This is an optimization exercise on Yosys and OpenROAD, whose aim is small area, a short achievable clock period and few clock cycles per item, not a production implementation. Function was checked by simulation only, so behaviour that the tests miss may differ from the original. No activity file was given, so power comes from the tool's default toggle rates.

<file path="flow/run.sh">
#!/bin/bash
# synth_recipe.tcl (not shown) runs the flow's synth.tcl, then flattens the netlist and writes it again
# the make line also repeats each setting of config.mk as NAME=value (left out here)
make -C /OpenROAD-flow-scripts/flow DESIGN_CONFIG=/design/flow/config.mk WORK_HOME=/design/flow/orfs CLKGATE_MAP_FILE= SYNTH_SCRIPT=/design/flow/synth_recipe.tcl finish
</file>
<file path="flow/design.v">
module iram_sfr_ctrl #(
  parameter int ADDR_WIDTH = 8,
  parameter int DATA_WIDTH = 8,
  parameter int IRAM_DEPTH = 128,
  parameter int NUM_PORTS  = 4
) (
  input  logic                   clock,
  input  logic                   reset,
  input  logic                   req,
  input  logic                   we,
  input  logic                   is_bit,
  input  logic                   indirect,
  input  logic [ADDR_WIDTH-1:0]  addr,
  input  logic [DATA_WIDTH-1:0]  wdata,
  input  logic                   wbit,
  input  logic [NUM_PORTS*8-1:0] p_in,
  output logic                   busy,
  output logic                   rvalid,
  output logic [DATA_WIDTH-1:0]  rdata,
  output logic                   rbit,
  output logic [NUM_PORTS*8-1:0] p_out
);
  localparam int NR = 12;    
  localparam int NC = 16;    
  function automatic logic rc_is_port(input int r, input int c);
    rc_is_port = (r >= 8) && (c == 0) && ((r - 8) < 2);
  endfunction
  logic [1:0] n_r, busy_r;
  logic       ph_s, pol0_s, pol1_s, clr_s;
  always_ff @(posedge clock or negedge reset) begin
    if (!reset) begin
      n_r    <= 2'd0;
      busy_r <= 2'b11;
    end else begin
      n_r    <= n_r + 2'd1;
      busy_r <= {busy_r[0], 1'b0};
    end
  end
  assign ph_s   = n_r[0];
  assign pol0_s = n_r[1];
  assign pol1_s = ~(n_r[1] ^ n_r[0]);
  assign clr_s  = busy_r[1];
  logic        acc_s;
  logic [6:0]  dec_idx_s;
  logic [1:0]  dec_sp_s;
  logic        dec_port_s;
  logic [7:0]  dec_pin_s;
  logic [NR-1:0] dec_row_s;
  logic [NC-1:0] dec_col_s;
  assign acc_s     = req & ~busy_r[1];
  assign dec_idx_s = !is_bit ? addr[6:0] : (addr[7] ? {addr[6:3], 3'b000} : {3'b010, addr[6:3]});
  assign dec_sp_s  = !addr[7] ? 2'd0 : ((!is_bit && indirect) ? 2'd1 : 2'd2);
  assign dec_port_s = addr[7] & (is_bit | ~indirect) & ~addr[6] & ~addr[3] & (is_bit | (addr[2:0] == 3'b000));
  always_comb begin
    dec_pin_s = p_in[7:0];
    for (int k = 1; k < NUM_PORTS; k++)
      if (addr[5:4] == 2'(k)) dec_pin_s = p_in[8*k +: 8];
    for (int r = 0; r < NR; r++) dec_row_s[r] = ({dec_sp_s, dec_idx_s[6:5]} == 4'(r));
    for (int c = 0; c < NC; c++) dec_col_s[c] = (dec_idx_s[3:0] == 4'(c));
  end
  logic [NUM_PORTS*8-1:0] port_r, port_en_s;
  logic [7:0]             port_bit_s;
  logic                   port_wr_s;
  assign port_wr_s = acc_s & we & dec_port_s;
  always_comb begin
    for (int b = 0; b < 8; b++) port_bit_s[b] = ~is_bit | (addr[2:0] == 3'(b));
    for (int k = 0; k < NUM_PORTS; k++)
      for (int b = 0; b < 8; b++)
        port_en_s[8*k + b] = port_wr_s & (addr[5:4] == 2'(k)) & port_bit_s[b];
  end
  always_ff @(posedge clock or negedge reset) begin
    if (!reset) begin
      port_r <= {NUM_PORTS*8{1'b1}};
    end else begin
      for (int i = 0; i < NUM_PORTS*8; i++)
        if (port_en_s[i]) port_r[i] <= is_bit ? wbit : wdata[i % 8];
    end
  end
  assign p_out = port_r;
  logic          s1_v, s1_we, s1_bit, s1_port, s1_wbit;
  logic [8:0]    s1_id;
  logic [NR-1:0] s1_row;
  logic [NC-1:0] s1_col;
  logic [2:0]    s1_pos;
  logic [7:0]    s1_wdata, s1_pin;
  always_ff @(posedge clock or negedge reset) begin
    if (!reset) s1_v <= 1'b0;
    else        s1_v <= acc_s;
  end
  always_ff @(posedge clock) begin
    s1_we    <= we;
    s1_bit   <= is_bit;
    s1_port  <= dec_port_s;
    s1_wbit  <= wbit;
    s1_id    <= {dec_sp_s, dec_idx_s};
    s1_row   <= dec_row_s;
    s1_col   <= dec_col_s;
    s1_pos   <= addr[2:0];
    s1_wdata <= wdata;
    s1_pin   <= dec_pin_s;
  end
  logic          s2_v, s2_we, s2_bit, s2_port, s2_wbit;
  logic [8:0]    s2_id;
  logic [NR-1:0] s2_row;
  logic [NC-1:0] s2_col;
  logic [2:0]    s2_pos;
  logic [7:0]    s2_wdata, s2_byte;
  logic          s2_wr_s, s2_tap_s;
  logic [7:0]    wd2_s;
  logic          s3_wr, s3_def;
  logic [8:0]    s3_id;
  logic [NR-1:0] s3_row;
  logic [NC-1:0] s3_col;
  logic [7:0]    s3_wd;
  logic          s3_go_s;
  assign s2_wr_s  = s2_v & s2_we & ~s2_port;
  assign s2_tap_s = s2_id[4] ^ ph_s;            
  always_comb begin
    wd2_s = s2_bit ? s2_byte : s2_wdata;
    if (s2_bit) wd2_s[s2_pos] = s2_wbit;
  end
  assign s3_go_s = s3_wr & s3_def & ~(s2_wr_s && s2_id == s3_id);
  logic [7:0]    da_s, da_sp_s, db_s;
  logic [NR-1:0] ra_s, rb_s;
  logic [NC-1:0] ca_s, cb_s;
  logic [7:0]    s0_q [NR][NC];
  logic [7:0]    s1_q [NR][NC];
  assign da_s    = clr_s ? {8{pol1_s}} : (wd2_s ^ {8{pol1_s}});
  assign da_sp_s = clr_s ? ({5'b00000, {3{ph_s}}} ^ {8{pol1_s}}) : (wd2_s ^ {8{pol1_s}});   
  assign db_s    = s3_wd ^ {8{pol1_s}};
  assign ra_s    = ({NR{s2_wr_s & s2_tap_s}} & s2_row) | {NR{clr_s}};
  assign ca_s    = s2_col | {NC{clr_s}};
  assign rb_s    = {NR{s3_go_s}} & s3_row;
  assign cb_s    = s3_col;
  for (genvar r = 0; r < NR; r++) begin : g_row
    for (genvar c = 0; c < NC; c++) begin : g_col
      if (rc_is_port(r, c)) begin : g_port
        assign s0_q[r][c] = 8'h00;
        assign s1_q[r][c] = 8'h00;
      end else begin : g_ring
        logic [7:0] q0, q1;
        logic       ena, enb, hold;
        assign ena  = ra_s[r] & ca_s[c];
        assign enb  = rb_s[r] & cb_s[c];
        assign hold = ~(ena | enb);
        always_ff @(posedge clock) begin
          q1 <= q0;
          q0 <= ~((((r == 8 && c == 1) ? da_sp_s : da_s) & {8{ena}}) | (db_s & {8{enb}}) | (q1 & {8{hold}}));
        end
        assign s0_q[r][c] = q0;
        assign s1_q[r][c] = q1;
      end
    end
  end
  logic       rd_s0_s;
  logic [7:0] row_q [NR][2];
  logic [7:0] raw_s, fwd_s;
  assign rd_s0_s = (s1_id[4] == ph_s);    
  always_comb begin
    for (int r = 0; r < NR; r++) begin
      row_q[r][0] = 8'h00;
      row_q[r][1] = 8'h00;
      for (int c = 0; c < NC; c++) begin
        row_q[r][0] = row_q[r][0] | (s0_q[r][c] & {8{s1_col[c]}});
        row_q[r][1] = row_q[r][1] | (s1_q[r][c] & {8{s1_col[c]}});
      end
    end
    raw_s = 8'h00;
    for (int r = 0; r < NR; r++)
      raw_s = raw_s | (row_q[r][0] & {8{s1_row[r] & rd_s0_s}}) | (row_q[r][1] & {8{s1_row[r] & ~rd_s0_s}});
    raw_s = raw_s ^ {8{rd_s0_s ? pol0_s : pol1_s}};
  end
  always_comb begin
    if (s2_wr_s && s2_id == s1_id)                fwd_s = wd2_s;
    else if (s3_wr && s3_def && s3_id == s1_id)   fwd_s = s3_wd;
    else                                          fwd_s = raw_s;
  end
  always_ff @(posedge clock or negedge reset) begin
    if (!reset) begin
      s2_v  <= 1'b0;
      s3_wr <= 1'b0;
    end else begin
      s2_v  <= s1_v;
      s3_wr <= s2_wr_s;
    end
  end
  always_ff @(posedge clock) begin
    s2_we    <= s1_we;
    s2_bit   <= s1_bit;
    s2_port  <= s1_port;
    s2_wbit  <= s1_wbit;
    s2_id    <= s1_id;
    s2_row   <= s1_row;
    s2_col   <= s1_col;
    s2_pos   <= s1_pos;
    s2_wdata <= s1_wdata;
    s2_byte  <= s1_port ? s1_pin : fwd_s;
    s3_def   <= ~s2_tap_s;
    s3_id    <= s2_id;
    s3_row   <= s2_row;
    s3_col   <= s2_col;
    s3_wd    <= wd2_s;
  end
  logic       rvalid_r, rbit_r;
  logic [7:0] rdata_r;
  always_ff @(posedge clock or negedge reset) begin
    if (!reset) rvalid_r <= 1'b0;
    else        rvalid_r <= s2_v & ~s2_we;
  end
  always_ff @(posedge clock) begin
    rdata_r <= s2_byte;
    rbit_r  <= s2_byte[s2_pos];
  end
  assign busy   = busy_r[1];
  assign rvalid = rvalid_r;
  assign rdata  = rdata_r;
  assign rbit   = rbit_r;
endmodule
</file>
<file path="flow/config.mk">
export PLATFORM = sky130hd
export DESIGN_NAME = iram_sfr_ctrl
export DESIGN_NICKNAME = iram_sfr_ctrl
export VERILOG_FILES = /design/flow/design.v
export SDC_FILE = /design/flow/constraint.sdc
export NUM_CORES = 4
export LEC_CHECK = 0
export CAP_MARGIN = 20
export CORE_MARGIN = 2
export CORE_UTILIZATION = 55
export CTS_CLUSTER_DIAMETER = 100
export CTS_CLUSTER_SIZE = 20
export SETUP_SLACK_MARGIN = 5
export SLEW_MARGIN = 20
</file>
<file path="flow/constraint.sdc">
create_clock -name core_clock -period 9.0 [get_ports {clock}]
set_input_delay 1.8000 -clock core_clock [delete_from_list [all_inputs] [get_ports {clock}]]
set_output_delay 1.8000 -clock core_clock [all_outputs]
set_load 0.01 [all_outputs]
</file>
==> run summary, run 1 <==
* Register clock-pin slew on the reported worst setup and hold paths at about 0.09 ns
* Fillers at between 15k and 20k
* Largest net degree at the start of global routing at 160
* Root Buffer: clkbuf_16
* Max frequency at 228.7 MHz
* Wire length per cell at about 40 um
* # Max-Cap Violations at 0
* Initial Util at between 50 and 60%
* Routability cong. at just under 1
* Via count at 98.06k
* Buffers on Ports at 97
* Status: timing/DRC/antenna clean
* Synth-to-Final Area Change at 7.372%
* Seq/Total Area, Yosys at between 60% and 70%
* Share of cells above drive strength 1 at under 10%
* Die ar. at between 0.2 and 0.25 mm2
* Ys Warns at 4
* Vias/cell at 7.763
* Crit path DAT at about 5.2 ns
* H-Tree Depth at 4
* Main flop type after synthesis: dfxtp_1
* Mapped Cells at roughly 10k
* Synthesized flop and latch total at roughly 3.3k
* Slew @ Worst Pin at between 1 and 1.5 ns
* Skew-Pair Late Insertion Delay at ~0.90 ns
* Core area at just under 0.2 mm2
* Gr ovfl total at 0
* Peak supply drop at about 0.00023 V
* Residual DRC at 0
* Crit path kind: flop to flop
* Final core utilization at between 50% and 60%
* Most common cell after layout, fill and taps aside: dfxtp_1
* Number of hold violations in the final report at 0
* Crit path launch type: flop
* Setup Skew at 0.03350 ns
* Pwr dens at approximately 270 mW/mm2
* Syn Area/Cell at 10.37 um2
* Tcrit/Tclk final at slightly below 50%
* Max_slew headroom at between 4 and 5%
* Highest routed layer: met5
* Routed Antenna Nets at 0
* Final wirelength at 510300 um
* Leakage at 43.75 nW
* Boundary Pins at 98
* Pwr Total at between 30 and 40 mW
* Cts bufs inserted at between 150 and 200
* # hold bufs at CTS at 0
* Die width at 447.8 um
* RSZ-0062 raised after global routing: yes
* Clock buffer depth at 3
* Mapped cell area at 0.1083 mm2
* Met2 wire len at 200400 um
* Row count at between 150 and 200
* Most frequent cells in the layout: dfxtp_1 (3182), a21oi_1 (1336), o22ai_1 (1333)
* Post-DP HPWL at between 300000 and 400000 um
* Total GRT Usage at 49.04%
* First-pass GRT wire length at about 700000 um
* Antenna violations before repair at 56
* Post-layout minimum cycle time at 4.373 ns
* Syn_nets at approximately 11k
* 1st-pass router iterations at 11
* Clock Sink Count at ~3.3k
* Met3 Routed Length at about 83000 um
* Met1 wire length at ~180000 um
* Worst path required time at 9.81 ns
* Setup crit end kind: flop
* Crit path max fanout at 24
* Vias in the first global route at 91.96k
* CTS tree: done
* Hold Crit Class: flop to flop
* Synth async-reset ratio at about 1.2%
* Slew Viols, Final at 0
* Final setup violation count at 0
* Number of flops mapped to enable cells by yosys at 0
* Setup TNS at 0 ns
* 1st-iter DRT viols at roughly 18k
* Synth cell types at between 60 and 70
* Chip height at about 450 um
* Fin nets at approximately 10k
## cells by family after synthesis
group | after synthesis | synth area share (%)
compound gates | 4575 | 28.22
simple gates | 1316 | 6.032
other cells | 1 | 0.003461
xor+xnor | 53 | 0.4423
mux | 52 | 0.6363
fa+ha+maj | 3 | 0.03465
flops | 3255 | 60.37
buf+inv | 1193 | 4.260
## path summary, 6_finish.rpt
| check | start | end | slack, ns | cells after the start |
|---|---|---|---|---|
| worst max-delay path | n_r[0] | s2_byte[3] | 4.63 | 8 |
| worst min-delay path | s1_wdata[7] | s2_wdata[7] | 0.31 | 0 |
| worst max register to register | n_r[0] | s2_byte[3] | 4.63 | 8 |
| worst min register to register | s1_wdata[7] | s2_wdata[7] | 0.31 | 0 |
| max in group asynchronous | reset | rvalid_r | 7.35 | 1 |
| min in group asynchronous | reset | n_r[1] | 1.06 | 1 |
## cell usage after synthesis, types with 41 or more instances
cell type | instances | share of area [%]
nand3_1 | 65 | 0.30
buf_2 | 71 | 0.33
a31oi_1 | 79 | 0.46
nand2_1 | 476 | 1.6
and4_1 | 80 | 0.65
nand4_1 | 124 | 0.72
o21ai_0 | 41 | 0.19
dfxtp_1 | 3215 | 59
a21oi_1 | 1339 | 6.2
clkbuf_1 | 711 | 2.5
nor2_1 | 249 | 0.86
a221oi_1 | 615 | 5.0
and2_1 | 213 | 1.2
a22o_1 | 426 | 3.4
a22oi_1 | 627 | 4.3
o22ai_1 | 1336 | 7.7
buf_1 | 182 | 0.63
inv_1 | 216 | 0.75
## critical path, cell delays in order (launching register included)
cell     delay (ns)
dfrtp_1        0.65
xor2_4         0.17
buf_4          0.63
nand2_1        0.58
a31oi_1        1.19
nor4_2         0.35
and4_1         0.34
nand4_1        0.14
mux2i_1        0.19
## flip-flops by register name, summed over array words and instances, names as in the netlist, 3 cells and up
name / cells
s1_id: 9
g_row.g_col.g_ring.q1: 1520
s2_pos: 3
s1_row: 12
rdata_r: 8
s2_row: 12
s2_id: 9
s1_wdata: 8
s3_id: 9
s3_row: 12
s2_wdata: 8
s3_col: 16
s1_col: 16
s2_col: 16
s2_byte: 8
g_row.g_col.g_ring.q0: 1520
s1_pin: 8
s3_wd: 8
port_r: 32
s1_pos: 3
## what timing repair did
item,4_1_cts,5_1_grt
endpoints found under the setup margin,839,904
gates resized for setup,42,33
pin swaps,1,5
buffers inserted,6,0
cloned,5,1
endpoints found under the hold margin,0,0
## report_power, final
group | switching [mW] | internal, mW | leakage [nW]
Combinational | 2.88 | 1.30 | 13.7
Clock | 4.79 | 3.70 | 2.33
Sequential | 1.65 | 17.0 | 27.7
## cell type report
class	count	area (um2)	area share, %
inverter	216	810.8	0.6969
tap	2624	3283	2.822
antenna	53	132.6	0.1140
sequential	3255	65490	56.30
multi-input combinational	6002	38900	33.44
timing repair buffer	280	2959	2.544
clock buffer	197	4717	4.055
clock inverter	4	33.78	0.02904
## metrics by stage
| step | setup slack (ns) | instance area [um2] | hold WS (ns) | cells |
|---|---|---|---|---|
| 6_report | 4.627 | 116300 | 0.3124 | 12630 |
| 4_1_cts | 4.820 | 116000 | 0.3122 | 12580 |
| 3_5_place_dp | 4.046 | 110800 | 0.3128 | 12360 |
| 2_1_floorplan | 5.409 | 108300 | 0.3096 | 10450 |
| 5_1_grt | 4.982 | 116200 | 0.3335 | 12590 |
| 3_3_place_gp | 3.911 | 110800 | 0.3118 | 12360 |
## metal layers
layer / track usage (%) / vias to the layer above
met1: 62.25 / 47190
met3: 21.09 / 2531
met2: 66.36 / 9549
met4: 34.31 / 46
li1: - / 38740
met5: 1.294 / -
Testbench counts, summed over its fixed seeds: cycles 320,012, items 320,000.
==> inputs of run 2 (changes only) <==
==> flow/flow/run.sh (new file) <==
#!/bin/bash
set -euo pipefail
bash standard.sh SETUP_SLACK_MARGIN=6.2 finish > flow_standard.log 2>&1
==> flow/standard.sh (new file) <==
#!/bin/bash
# synth_recipe.tcl (not shown) runs the flow's synth.tcl, then flattens the netlist and writes it again
# the make line also repeats each setting of config.mk as NAME=value (left out here)
make -C /OpenROAD-flow-scripts/flow DESIGN_CONFIG=/design/flow/config.mk WORK_HOME=/design/flow/orfs CLKGATE_MAP_FILE= SYNTH_SCRIPT=/design/flow/synth_recipe.tcl "${@:-finish}"
--- a/flow/config.mk
+++ b/flow/config.mk
@@ -10,5 +10,4 @@
 export CORE_UTILIZATION = 55
 export CTS_CLUSTER_DIAMETER = 100
 export CTS_CLUSTER_SIZE = 20
-export SETUP_SLACK_MARGIN = 5
 export SLEW_MARGIN = 20
removed: flow/run.sh
==> run summary, run 2 <==
* Cts bufs inserted at 180 (unchanged)
* Status: timing/DRC/antenna clean
* Row count at 162 (unchanged)
* # hold bufs at CTS at 0 (unchanged)
* Critical Path Slowest Stage Cell: a31oi_1
* Synth cell types at 66 (unchanged)
* Reg2Reg Depth at 8 (unchanged)
* RSZ-0062 raised after global routing: yes
* 1st-pass router iterations at 11 (unchanged)
* Most frequent cells in the layout: dfxtp_1 (3173), a21oi_1 (1291), o22ai_1 (1213)
* Worst Hold Endpoint: s2_wbit
* Setup crit end kind: flop
* Crit path launch type: flop
* Worst reg2reg endpoint: s2_byte[3]
* Top cells by count, synth: dfxtp_1 (3215), a21oi_1 (1339), o22ai_1 (1336), clkbuf_1 (711), a22oi_1 (627)
* Max frequency at 272.4 MHz (+19%)
* 1st-iter DRT viols at 19.57k (+10%)
* Most common cell in the netlist: dfxtp_1
* Fin nets at 10.36k (+3.7%)
* DP Area at 0.1110 mm2 (+0.17%)
* Largest net degree at the start of global routing at 144 (-10%)
* Synth async-reset ratio at 1.229% (unchanged)
* Vias/cell at 7.992 (+3.0%)
* Worst R2R Start: s1_col[6]
* Setup Skew at 0.03614 ns (+0.002648 ns)
* Via count at 103.8k (+5.9%)
* Chip height at 447.8 um (unchanged)
* Max_slew headroom at 4.332% (-0.28 points)
* Crit path DAT at 4.48 ns (-0.70 ns)
* Hold path start: s1_wbit
* Core area at 0.1954 mm2 (unchanged)
* Wire length per cell at 44.82 um (+11%)
* Gr ovfl total at 0 (unchanged)
* Antenna violations before repair at 41 (-27%)
* Slew @ Worst Pin at 1.435 ns (+0.01085 ns)
* Crit-path most repeated cell: nand4_1
* Peak supply drop at 0.0002451 V (+7.6%)
* Share of cells above drive strength 1 at 17.92% (+12 points)
* Slew Viols, Final at 0 (unchanged)
* Leakage at 48.50 nW (+11%)
* Skew-Pair Late Insertion Delay at 0.90 ns (about the same)
* Worst path required time at 9.81 ns (about the same)
* Final setup violation count at 0 (unchanged)
* Most common cell after layout, fill and taps aside: dfxtp_1
* Final wirelength at 582200 um (+14%)
* Number of hold violations in the final report at 0 (unchanged)
* Crit-path max cell delay at 0.47 ns (-0.72 ns)
* Top Registers: g_row.g_col.g_ring.q0: 1520 flops, g_row.g_col.g_ring.q1: 1520 flops, port_r: 32 flops
* Residual DRC at 0 (unchanged)
* Routability cong. at 1.005 (+3.1%)
* Seq/Total Area, Yosys at 60.37% (unchanged)
* Clock Sink Count at 3255 (unchanged)
* Register clock-pin slew on the reported worst setup and hold paths at 0.09 ns (about the same)
* Synth area leader: dfxtp_1
* Worst reg-to-reg setup slack at 5.33 ns (+0.70 ns)
* Post-DP HPWL at 299700 um (-0.72%)
* Mapped cell area at 0.1083 mm2 (unchanged)
* Pwr dens at 257.2 mW/mm2 (-4.5%)
* Die width at 447.8 um (unchanged)
* Number of flops mapped to enable cells by yosys at 0 (unchanged)
* Root Buffer: clkbuf_16
* Hold WS at 0.3338 ns (+0.02141 ns)
* Sequence of cells on the critical path: buf_12 -> a22o_1 -> a221oi_1 -> nand4_1 -> a31oi_1 -> and4_4 -> nand4_1 -> mux2i_1
* Vias in the first global route at 96.32k (+4.7%)
* Top cell type's share of synthesized area at 59.40% (unchanged)
* Syn_nets at 10.51k (unchanged)
* Boundary Pins at 98 (unchanged)
* Synth top area cells: dfxtp_1 (59%), o22ai_1 (7.7%), a21oi_1 (6.2%)
* Main flop type after synthesis: dfxtp_1
* First-pass GRT wire length at 769900 um (+9.8%)
* Setup TNS at 0 ns (unchanged)
* CTS tree: done
* # Max-Cap Violations at 0 (unchanged)
* Crit path max fanout at 86 (+260%)
* Tcrit/Tclk final at 40.78% (-7.8 points)
* Total GRT Usage at 54.98% (+5.9 points)
* Die ar. at 0.2006 mm2 (unchanged)
* Synth-to-Final Area Change at 17.25%
* Ys Warns at 4 (unchanged)
* Fillers at 15.54k (-6.9%)
* Synthesized flop and latch total at 3255 (unchanged)
* Hold Crit Class: flop to flop
* Cell area after layout at 0.1270 mm2 (+9.2%)
* Crit path kind: flop to flop
* H-Tree Depth at 4 (unchanged)
* Mapped Cells at 10.45k (unchanged)
* Routed Antenna Nets at 0 (unchanged)
* Syn Area/Cell at 10.37 um2 (unchanged)
* Buffers on Ports at 97 (unchanged)
* Hold path depth at 0 (unchanged)
* Post-layout minimum cycle time at 3.670 ns (-0.7026 ns)
* Initial Util at 55.45% (unchanged)
* Clock buffer depth at 3 (unchanged)
==> run 2: cell counts after synthesis <==
Identical to the previous run, type by type.
==> run 2: through the flow <==
step,setup slack (ns),total power [mW],util [%],std cells
floorplan,5.851,20.64,-,10450
global placement,3.633,22.64,56.80,12360
detailed placement,4.386,22.74,56.83,12370
CTS,5.552,31.68,63.40,12860
global route,5.493,33.13,64.97,12950
finish,5.330,32.68,65.02,12990
==> run 2: final cells by class <==
class	instances	area, um2	area share, %
multi-input cells	6009	42830	33.71
clock buffers	196	4723	3.718
diodes	41	102.6	0.08076
well taps	2624	3283	2.584
clock inverters	4	31.28	0.02462
flip-flops and latches	3255	65540	51.59
repair buffers	644	9719	7.651
inverters	216	815.8	0.6421
==> run 2: metal layers <==
| layer | share of wire, % | GRT usage (%) |
|---|---|---|
| met1 | 33 | 63.72 |
| met2 | 38 | 72.59 |
| met3 | 18 | 29.82 |
| met4 | 11 | 47.24 |
| met5 | 0.19 | 3.492 |
==> run 2: report_power, final <==
group / total [mW] / switching (mW) / internal (mW)
clock: 8.55 / 4.84 / 3.71
sequential: 18.7 / 1.70 / 17.0
combinational: 5.40 / 3.57 / 1.83
==> run 2: worst max path at each step <==
stage | startpoint | endpoint | depth (start not counted) | slack (ns)
after floorplan | addr[7] | port_r[18] | 8 | 5.85
after global placement | n_r[0] | s2_byte[3] | 8 | 3.63
after detailed placement | n_r[0] | s2_byte[3] | 9 | 4.39
after CTS | busy_r[1] | busy | 1 | 5.55
after global routing | s1_col[13] | s2_byte[3] | 10 | 5.49
final | s1_col[6] | s2_byte[3] | 8 | 5.33
==> run 2: kinds of logic after synthesis <==
family	Yosys count	share of synthesized area, %
other cells	1	0.003461
mux	52	0.6363
compound gates	4575	28.22
flops	3255	60.37
buf+inv	1193	4.260
fa+ha+maj	3	0.03465
xor+xnor	53	0.4423
simple gates	1316	6.032
==> run 2: timing repair <==
item	CTS	global route
gates resized for setup	1271	444
pin swaps	82	159
setup buffers	220	59
setup endpoints to repair	1626	1188
cloned	74	29
==> run 2: critical path: cells and delay by family (launching register included) <==
family	cells	cell delay, ns
buffers and inverters	1	0.22
and+or+nand+nor	3	1.16
DFF	1	0.42
muxes	1	0.31
AOI/OAI and AO/OA	3	1.14

[what the ideal ports hide]
The results above use ideal ports. As a check the final layouts listed here were re-extracted and re-timed, cells and wires unchanged. Step 1 (the two cells are an assumption about what drives the block):
set clk [get_ports {clock}]
set_driving_cell -lib_cell sky130_fd_sc_hd__clkbuf_16 $clk
set_driving_cell -lib_cell sky130_fd_sc_hd__buf_2 [delete_from_list [all_inputs] $clk]
Step 2, shift: input delay + t, output delay - t, t = (earliest + latest rising clock arrival at the registers) / 2. This alone moves slack from input paths to output paths. Slacks: ideal ports / drivers / drivers and shift; pairs: ideal ports / drivers.
| run | t (ns) | slack for setup (ns) | hold slack, ns |
|---|---|---|---|
| run 1 | 0.972 | 4.627 / 4.627 / 4.405 | 0.312 / 0.312 / 0.312 |
| run 2 | 0.984 | 5.330 / 5.330 / 5.330 | 0.334 / 0.334 / 0.334 |
After both steps setup and hold are still met in every run listed. The setup slack of run 1, which loses most, moves by 0.000 ns with the drivers and by -0.222 ns with both steps.
